Context: an optimization exercise on an open-source flow, tuned for small area. The choices shown serve that exercise and are no tape-out recipe.
At most, simulation tests tie the RTL to the original design; equivalence was not proved.
The flow treats the clock pin as an ideal source, which a real chip does not have.

==> flow/design.v <==
`timescale 1ns/1ps
`default_nettype none
module snake_game_top (
    input  logic       clock_25,
    input  logic       reset,            
    input  logic       game_tik,
    input  logic       right_btn,
    input  logic       left_btn,
    output logic [6:0] head_x,
    output logic [6:0] head_y,
    output logic [6:0] fruit_x,
    output logic [6:0] fruit_y,
    output logic [7:0] score,
    output logic [3:0] snake_length,
    output logic [1:0] heading,
    output logic       game_over
);
    localparam logic [2:0] ST_IDLE = 3'd0, ST_WAIT = 3'd1, ST_MOVING = 3'd2, ST_MOVE_DONE = 3'd3,
                           ST_EATEN = 3'd4, ST_FRUIT_UPDATE = 3'd5, ST_COLLISION = 3'd6;
    function automatic logic [7:0] sub7(input logic [6:0] a, input logic [6:0] b);
        logic c;
        c = 1'b1;
        for (int k = 0; k < 7; k++) begin
            sub7[k] = a[k] ^ ~b[k] ^ c;
            c = (a[k] & ~b[k]) | (a[k] & c) | (~b[k] & c);
        end
        sub7[7] = ~c;
    endfunction
    function automatic logic [5:0] addsub6(input logic [5:0] a, input logic [5:0] b, input logic sub);
        logic c;
        logic bb;
        c = sub;
        for (int k = 0; k < 6; k++) begin
            bb = b[k] ^ sub;
            addsub6[k] = a[k] ^ bb ^ c;
            c = (a[k] & bb) | (a[k] & c) | (bb & c);
        end
    endfunction
    function automatic logic [3:0] add42(input logic [3:0] a, input logic b, input logic c);
        logic k;
        add42[0] = a[0] ^ b ^ c;
        k = (a[0] & b) | (a[0] & c) | (b & c);
        add42[1] = a[1] ^ k;
        k = a[1] & k;
        add42[2] = a[2] ^ k;
        k = a[2] & k;
        add42[3] = a[3] ^ k;
    endfunction
    function automatic logic [3:0] inc4(input logic [3:0] a, input logic e);
        logic c;
        c = e;
        for (int k = 0; k < 4; k++) begin
            inc4[k] = a[k] ^ c;
            c = c & a[k];
        end
    endfunction
    logic [1:0] right_shift, left_shift;
    logic       right_pulse, left_pulse;
    always_ff @(posedge clock_25 or negedge reset) begin
        if (!reset) begin
            right_shift <= 2'b00;
            left_shift  <= 2'b00;
            right_pulse <= 1'b0;
            left_pulse  <= 1'b0;
        end else begin
            right_shift <= {right_shift[0], right_btn};
            left_shift  <= {left_shift[0], left_btn};
            right_pulse <= right_shift[0] & ~right_shift[1];
            left_pulse  <= left_shift[0] & ~left_shift[1];
        end
    end
    wire start_press = right_pulse | left_pulse;
    logic [2:0] state, next_state;
    logic       collision, fruit_eaten, fruit_bad;
    wire restart  = (state == ST_IDLE) || (state == ST_COLLISION);
    wire step     = state == ST_MOVE_DONE;
    wire eat      = state == ST_EATEN;
    wire resample = (state == ST_EATEN) || (state == ST_FRUIT_UPDATE);
    assign game_over = state == ST_COLLISION;
    always_comb begin
        next_state = state;
        case (state)
            ST_IDLE:         if (start_press) next_state = ST_WAIT;
            ST_WAIT:         if (game_tik) next_state = ST_MOVING;
            ST_MOVING:       next_state = ST_MOVE_DONE;
            ST_MOVE_DONE:    next_state = collision ? ST_COLLISION : fruit_eaten ? ST_EATEN : ST_WAIT;
            ST_EATEN:        next_state = ST_FRUIT_UPDATE;
            ST_FRUIT_UPDATE: if (!fruit_bad) next_state = ST_WAIT;
            ST_COLLISION:    if (start_press) next_state = ST_IDLE;
            default:         next_state = ST_IDLE;
        endcase
    end
    always_ff @(posedge clock_25 or negedge reset) begin
        if (!reset) state <= ST_IDLE;
        else        state <= next_state;
    end
    logic [1:0] turn;                
    always_ff @(posedge clock_25 or negedge reset) begin
        if (!reset)                         turn <= 2'b00;
        else if (restart)                   turn <= 2'b00;
        else if (right_pulse && left_pulse) turn <= 2'b00;
        else if (right_pulse)               turn <= 2'b10;
        else if (left_pulse)                turn <= 2'b01;
        else if (step)                      turn <= 2'b00;
    end
    logic [1:0] dir [0:13];
    always_ff @(posedge clock_25 or negedge reset) begin
        if (!reset)             heading <= 2'd0;
        else if (restart)       heading <= 2'd0;
        else if (turn != 2'b00) heading <= {~(dir[0][1] ^ dir[0][0]), dir[0][1] ^ turn[1]};
    end
    logic       grow_pending;        
    logic       len_sat;             
    logic [3:0] live;                
    assign snake_length = len_sat ? 4'd15 : 4'd6 + score[3:0];
    assign live = snake_length - 4'd1 - {3'b000, grow_pending};
    wire       step_vert = heading[1];
    wire       step_down = heading[0] ^ heading[1];       
    wire [6:0] step_from = step_vert ? head_y : head_x;
    logic [6:0] step_to;
    always_comb begin
        logic c;
        c = 1'b1;
        for (int k = 0; k < 7; k++) begin
            step_to[k] = step_from[k] ^ c;
            c = c & (step_from[k] ^ step_down);
        end
    end
    wire wall_hit = (head_x == 7'd0   && heading == 2'd1)
                 || (head_x == 7'd123 && heading == 2'd0)
                 || (head_y == 7'd0   && heading == 2'd2)
                 || (head_y == 7'd80  && heading == 2'd3);
    always_comb begin
        head_x_d = head_x;
        head_y_d = head_y;
        if (restart) begin
            head_x_d = 7'd8;
            head_y_d = 7'd40;
        end else if (step && !collision) begin
            if (step_vert) head_y_d = step_to;
            else           head_x_d = step_to;
        end
    end
    always_ff @(posedge clock_25) begin
        head_x <= head_x_d;
        head_y <= head_y_d;
    end
    always_ff @(posedge clock_25) begin
        if (step) begin
            dir[0] <= {heading[0] ^ heading[1], heading[0]};
            for (int i = 1; i < 14; i++) dir[i] <= dir[i-1];
        end
        if (restart)
            for (int i = 0; i < 5; i++) dir[i] <= 2'd0;
    end
    always_ff @(posedge clock_25) begin
        if (restart) begin
            grow_pending <= 1'b0;
            len_sat      <= 1'b0;
        end else if (eat) begin
            grow_pending <= ~len_sat;
            len_sat      <= len_sat | score[3];
        end else if (step) begin
            grow_pending <= 1'b0;
        end
    end
    logic [6:0] lfsr_x, lfsr_y;
    assign lfsr_x_d = {lfsr_x[5:0], lfsr_x[6] ^ lfsr_x[5]};
    assign lfsr_y_d = {lfsr_y[5:0], lfsr_y[6] ^ lfsr_y[5]};
    always_ff @(posedge clock_25 or negedge reset) begin
        if (!reset) begin
            lfsr_x <= 7'b0011100;
            lfsr_y <= 7'b0110000;
        end else begin
            lfsr_x <= lfsr_x_d;
            lfsr_y <= lfsr_y_d;
        end
    end
    always_ff @(posedge clock_25) begin
        if (restart) begin
            fruit_x <= 7'd8;
            fruit_y <= 7'd42;
        end else if (resample && (eat || fruit_bad)) begin
            fruit_x <= lfsr_x;
            fruit_y <= lfsr_y;
        end
    end
    logic [7:0] score_inc;
    always_comb begin
        logic c;
        c = 1'b1;
        for (int k = 0; k < 8; k++) begin
            score_inc[k] = score[k] ^ c;
            c = c & score[k];
        end
    end
    always_ff @(posedge clock_25 or negedge reset) begin
        if (!reset)       score <= 8'd0;
        else if (restart) score <= 8'd0;
        else if (eat)     score <= score_inc;
    end
    wire self_mode = state == ST_MOVING;
    logic [6:0] lfsr_x_d, lfsr_y_d, head_x_d, head_y_d;
    wire [7:0] fx = sub7(lfsr_x_d, head_x_d);
    wire [7:0] fy = sub7(lfsr_y_d, head_y_d);
    wire fx_near = (fx[7:4] == 4'b0000) || (fx[7:4] == 4'b1111);
    wire fy_near = (fy[7:4] == 4'b0000) || (fy[7:4] == 4'b1111);
    wire [5:0] fu = addsub6({fx[4], fx[4:0]}, {fy[4], fy[4:0]}, 1'b0);
    wire [5:0] fw = addsub6({fx[4], fx[4:0]}, {fy[4], fy[4:0]}, 1'b1);
    wire fu_near = fu[5] == fu[4];
    wire fw_near = fw[5] == fw[4];
    wire self_next = (state == ST_WAIT) && game_tik;
    logic       t_ok, t_par;
    logic [3:0] t_u, t_w;
    always_ff @(posedge clock_25) begin
        t_ok  <= self_next | (fx_near & fy_near & fu_near & fw_near);
        t_par <= ~self_next & fu[0];
        t_u   <= self_next ? 4'b1111 : ~fu[4:1];
        t_w   <= self_next ? 4'b1111 : ~fw[4:1];
    end
    logic [3:0] wu [0:7];
    logic [3:0] ww [0:7];
    logic       hit;
    always_comb begin
        wu[0] = t_u;
        ww[0] = t_w;
        for (int j = 0; j < 7; j++) begin
            wu[j+1] = add42(wu[j], dir[2*j][1], dir[2*j+1][1]);
            ww[j+1] = add42(ww[j], dir[2*j][0], dir[2*j+1][0]);
        end
        hit = 1'b0;
        for (int j = 0; j < 7; j++) begin
            if ((2*j < 5 || live > 4'(2*j)) && t_par == 1'b1
                && wu[j] == (dir[2*j][1] ? 4'(j - 1) : 4'(j))
                && ww[j] == (dir[2*j][0] ? 4'(j - 1) : 4'(j)))
                hit = 1'b1;
            if ((2*j+1 < 5 || live > 4'(2*j+1)) && t_par == 1'b0
                && wu[j+1] == 4'(j) && ww[j+1] == 4'(j))
                hit = 1'b1;
        end
        hit = hit & t_ok;
    end
    logic check;
    always_ff @(posedge clock_25)
        check <= hit | (~self_mode & (lfsr_x >= 7'd124 || lfsr_y >= 7'd81 || (t_ok && !t_par && t_u == 4'b1111 && t_w == 4'b1111)));
    assign fruit_eaten = (fruit_x == head_x) && (fruit_y == head_y);
    assign collision   = check | wall_hit;
    assign fruit_bad   = check;
endmodule
`default_nettype wire
==> flow/config.mk <==
export PLATFORM = sky130hd
export DESIGN_NAME = snake_game_top
export DESIGN_NICKNAME = snake_game_top
export VERILOG_FILES = /design/flow/design.v
export SDC_FILE = /design/flow/constraint.sdc
export NUM_CORES = 4
export LEC_CHECK = 0
export CAP_MARGIN = 20
export CORE_MARGIN = 2
export CORE_UTILIZATION = 40
export CTS_BUF_LIST = sky130_fd_sc_hd__clkbuf_8
export SLEW_MARGIN = 20
==> flow/constraint.sdc <==
create_clock -name core_clock -period 7.0 [get_ports {clock_25}]
set_input_delay 1.4000 -clock core_clock [delete_from_list [all_inputs] [get_ports {clock_25}]]
set_output_delay 1.4000 -clock core_clock [all_outputs]
set_load 0.01 [all_outputs]
standard.sh (not shown) runs the stock make flow with config.mk's settings and CLKGATE_MAP_FILE= SYNTH_SCRIPT=/design/flow/synth_recipe.tcl, a recipe that flattens the netlist after the stock synthesis.
==> flow/flow/run.sh <==
#!/bin/bash
# The standard layout flow (standard.sh) with these changes:
#  - synthesis: the adder extraction step finds full adders only (extract_fa -fa; half
#    adders are left to ABC), and the final ABC technology mapping uses
#    flow/abc_area.script (an area-oriented mapping) instead of ORFS's
#    abc_speed.script. Everything else in synthesis (Yosys synth, flip-flop mapping,
#    register names) is unchanged.
#  - placement: every input and output port still gets its own buffer, but a buf_1
#    (buffer_ports -buffer_cell) instead of the default pick.
#  - CTS: the standard clock_tree_synthesis call, with clkbuf_8 buffers and without
#    dummy loads (-dont_use_dummy_load).
# Floorplan, power grid, tap cells, placement and routing are the standard ones.
set -euo pipefail
W=$(pwd)

# Synthesis script: synth_recipe.tcl, sourcing a copy of ORFS's synth.tcl in which the
# ABC script argument is replaced after synth_preamble.tcl has set it, and the
# extract_fa call is limited to full adders
sed -e "s#^source \$::env(SCRIPTS_DIR)/synth_preamble.tcl\$#&\nlset abc_args 1 $W/flow/abc_area.script#" \
    -e "s#^  extract_fa {\*}\[dont_use_extract_fa_args\]\$#  extract_fa -fa#" \
    "$FLOW_HOME/scripts/synth.tcl" > "$W/synth_orfs_area.tcl"
grep -q "lset abc_args 1" "$W/synth_orfs_area.tcl"
grep -q "^  extract_fa -fa\$" "$W/synth_orfs_area.tcl"
sed -e "s#^source \$::env(SCRIPTS_DIR)/synth.tcl\$#source $W/synth_orfs_area.tcl#" \
    synth_recipe.tcl > "$W/synth_recipe_area.tcl"
grep -q "synth_orfs_area.tcl" "$W/synth_recipe_area.tcl"
sed -e "s#SYNTH_SCRIPT=[^ ]*#SYNTH_SCRIPT=$W/synth_recipe_area.tcl#" standard.sh > "$W/standard_area.sh"
grep -q "synth_recipe_area.tcl" "$W/standard_area.sh"

export BUFFER_PORTS_ARGS="-buffer_cell sky130_fd_sc_hd__buf_1"
export CTS_ARGS="-sink_clustering_enable -repair_clock_nets -dont_use_dummy_load -buf_list sky130_fd_sc_hd__clkbuf_8"
bash "$W/standard_area.sh" > "$W/flow_make.log" 2>&1
==> flow/flow/abc_area.script <==
strash
ifraig
scorr
dc2
dretime
strash
&get -n
&dch -f
&nf -R 1000 -p -F 8 -C 32
&put
Next try:
--- a/flow/design.v
+++ b/flow/design.v
@@ -12,14 +12,14 @@
     output logic [6:0] fruit_y,
     output logic [7:0] score,
     output logic [3:0] snake_length,
     output logic [1:0] heading,
     output logic       game_over
 );
-    localparam logic [2:0] ST_IDLE = 3'd0, ST_WAIT = 3'd1, ST_MOVING = 3'd2, ST_MOVE_DONE = 3'd3,
-                           ST_EATEN = 3'd4, ST_FRUIT_UPDATE = 3'd5, ST_COLLISION = 3'd6;
+    localparam logic [2:0] ST_IDLE = 3'd4, ST_WAIT = 3'd0, ST_MOVING = 3'd1, ST_MOVE_DONE = 3'd2,
+                           ST_EATEN = 3'd6, ST_FRUIT_UPDATE = 3'd7, ST_COLLISION = 3'd5;
     function automatic logic [7:0] sub7(input logic [6:0] a, input logic [6:0] b);
         logic c;
         c = 1'b1;
         for (int k = 0; k < 7; k++) begin
             sub7[k] = a[k] ^ ~b[k] ^ c;
             c = (a[k] & ~b[k]) | (a[k] & c) | (~b[k] & c);
@@ -101,12 +101,14 @@
         else if (right_pulse && left_pulse) turn <= 2'b00;
         else if (right_pulse)               turn <= 2'b10;
         else if (left_pulse)                turn <= 2'b01;
         else if (step)                      turn <= 2'b00;
     end
     logic [1:0] dir [0:13];
+    logic [1:0] dir_n [0:13];        
+    always_comb for (int i = 0; i < 14; i++) dir[i] = ~dir_n[i];
     always_ff @(posedge clock_25 or negedge reset) begin
         if (!reset)             heading <= 2'd0;
         else if (restart)       heading <= 2'd0;
         else if (turn != 2'b00) heading <= {~(dir[0][1] ^ dir[0][0]), dir[0][1] ^ turn[1]};
     end
     logic       grow_pending;        
@@ -144,17 +146,17 @@
     always_ff @(posedge clock_25) begin
         head_x <= head_x_d;
         head_y <= head_y_d;
     end
     always_ff @(posedge clock_25) begin
         if (step) begin
-            dir[0] <= {heading[0] ^ heading[1], heading[0]};
-            for (int i = 1; i < 14; i++) dir[i] <= dir[i-1];
+            dir_n[0] <= ~{heading[0] ^ heading[1], heading[0]};
+            for (int i = 1; i < 14; i++) dir_n[i] <= dir_n[i-1];
         end
         if (restart)
-            for (int i = 0; i < 5; i++) dir[i] <= 2'd0;
+            for (int i = 0; i < 5; i++) dir_n[i] <= 2'b11;
     end
     always_ff @(posedge clock_25) begin
         if (restart) begin
             grow_pending <= 1'b0;
             len_sat      <= 1'b0;
         end else if (eat) begin
Result: The new run finished with timing, DRC and antenna clean. Hold slack is about the same. Non-clock buffer count came out higher by 1. Core utilization goes up by 0.60 points. Synthesized cell count fell by 4.4%. Final area goes down by 1.7%. Global-route usage goes up by 0.65 points. First-iteration DRC count rose by 5.4%. Worst setup slack is better by 0.033 ns. Count of clock-buffer cells in the layout is unchanged. Register-to-register slack improves by 0.03 ns. Final cell count went down by 3.5%.
For the first run of this note, only the layout was checked, not whether the RTL still works.

## static timing again, ports no longer ideal
Ports are ideal in the flow. The routed layouts listed here were re-timed in OpenROAD.
Step 1 (the two cells are an assumption about what drives the block):
set clk [get_ports {clock_25}]
set_driving_cell -lib_cell sky130_fd_sc_hd__clkbuf_16 $clk
set_driving_cell -lib_cell sky130_fd_sc_hd__buf_2 [delete_from_list [all_inputs] $clk]
Step 2 also shifts input and output timing later by t, the mid clock arrival at the registers, as if the neighbouring blocks saw the same clock.
a / b / c = ideal / step 1 / step 2; a / b = the first two.
run	t (ns)	setup WS [ns]	worst hold slack (ns)	cell pins on the clock port's net
the first run	0.424	1.452 / 1.452 / 1.452	0.369 / 0.369 / 0.369	1
the second run	0.405	1.484 / 1.484 / 1.484	0.372 / 0.372 / 0.372	1
After both steps every run listed still meets setup and hold.
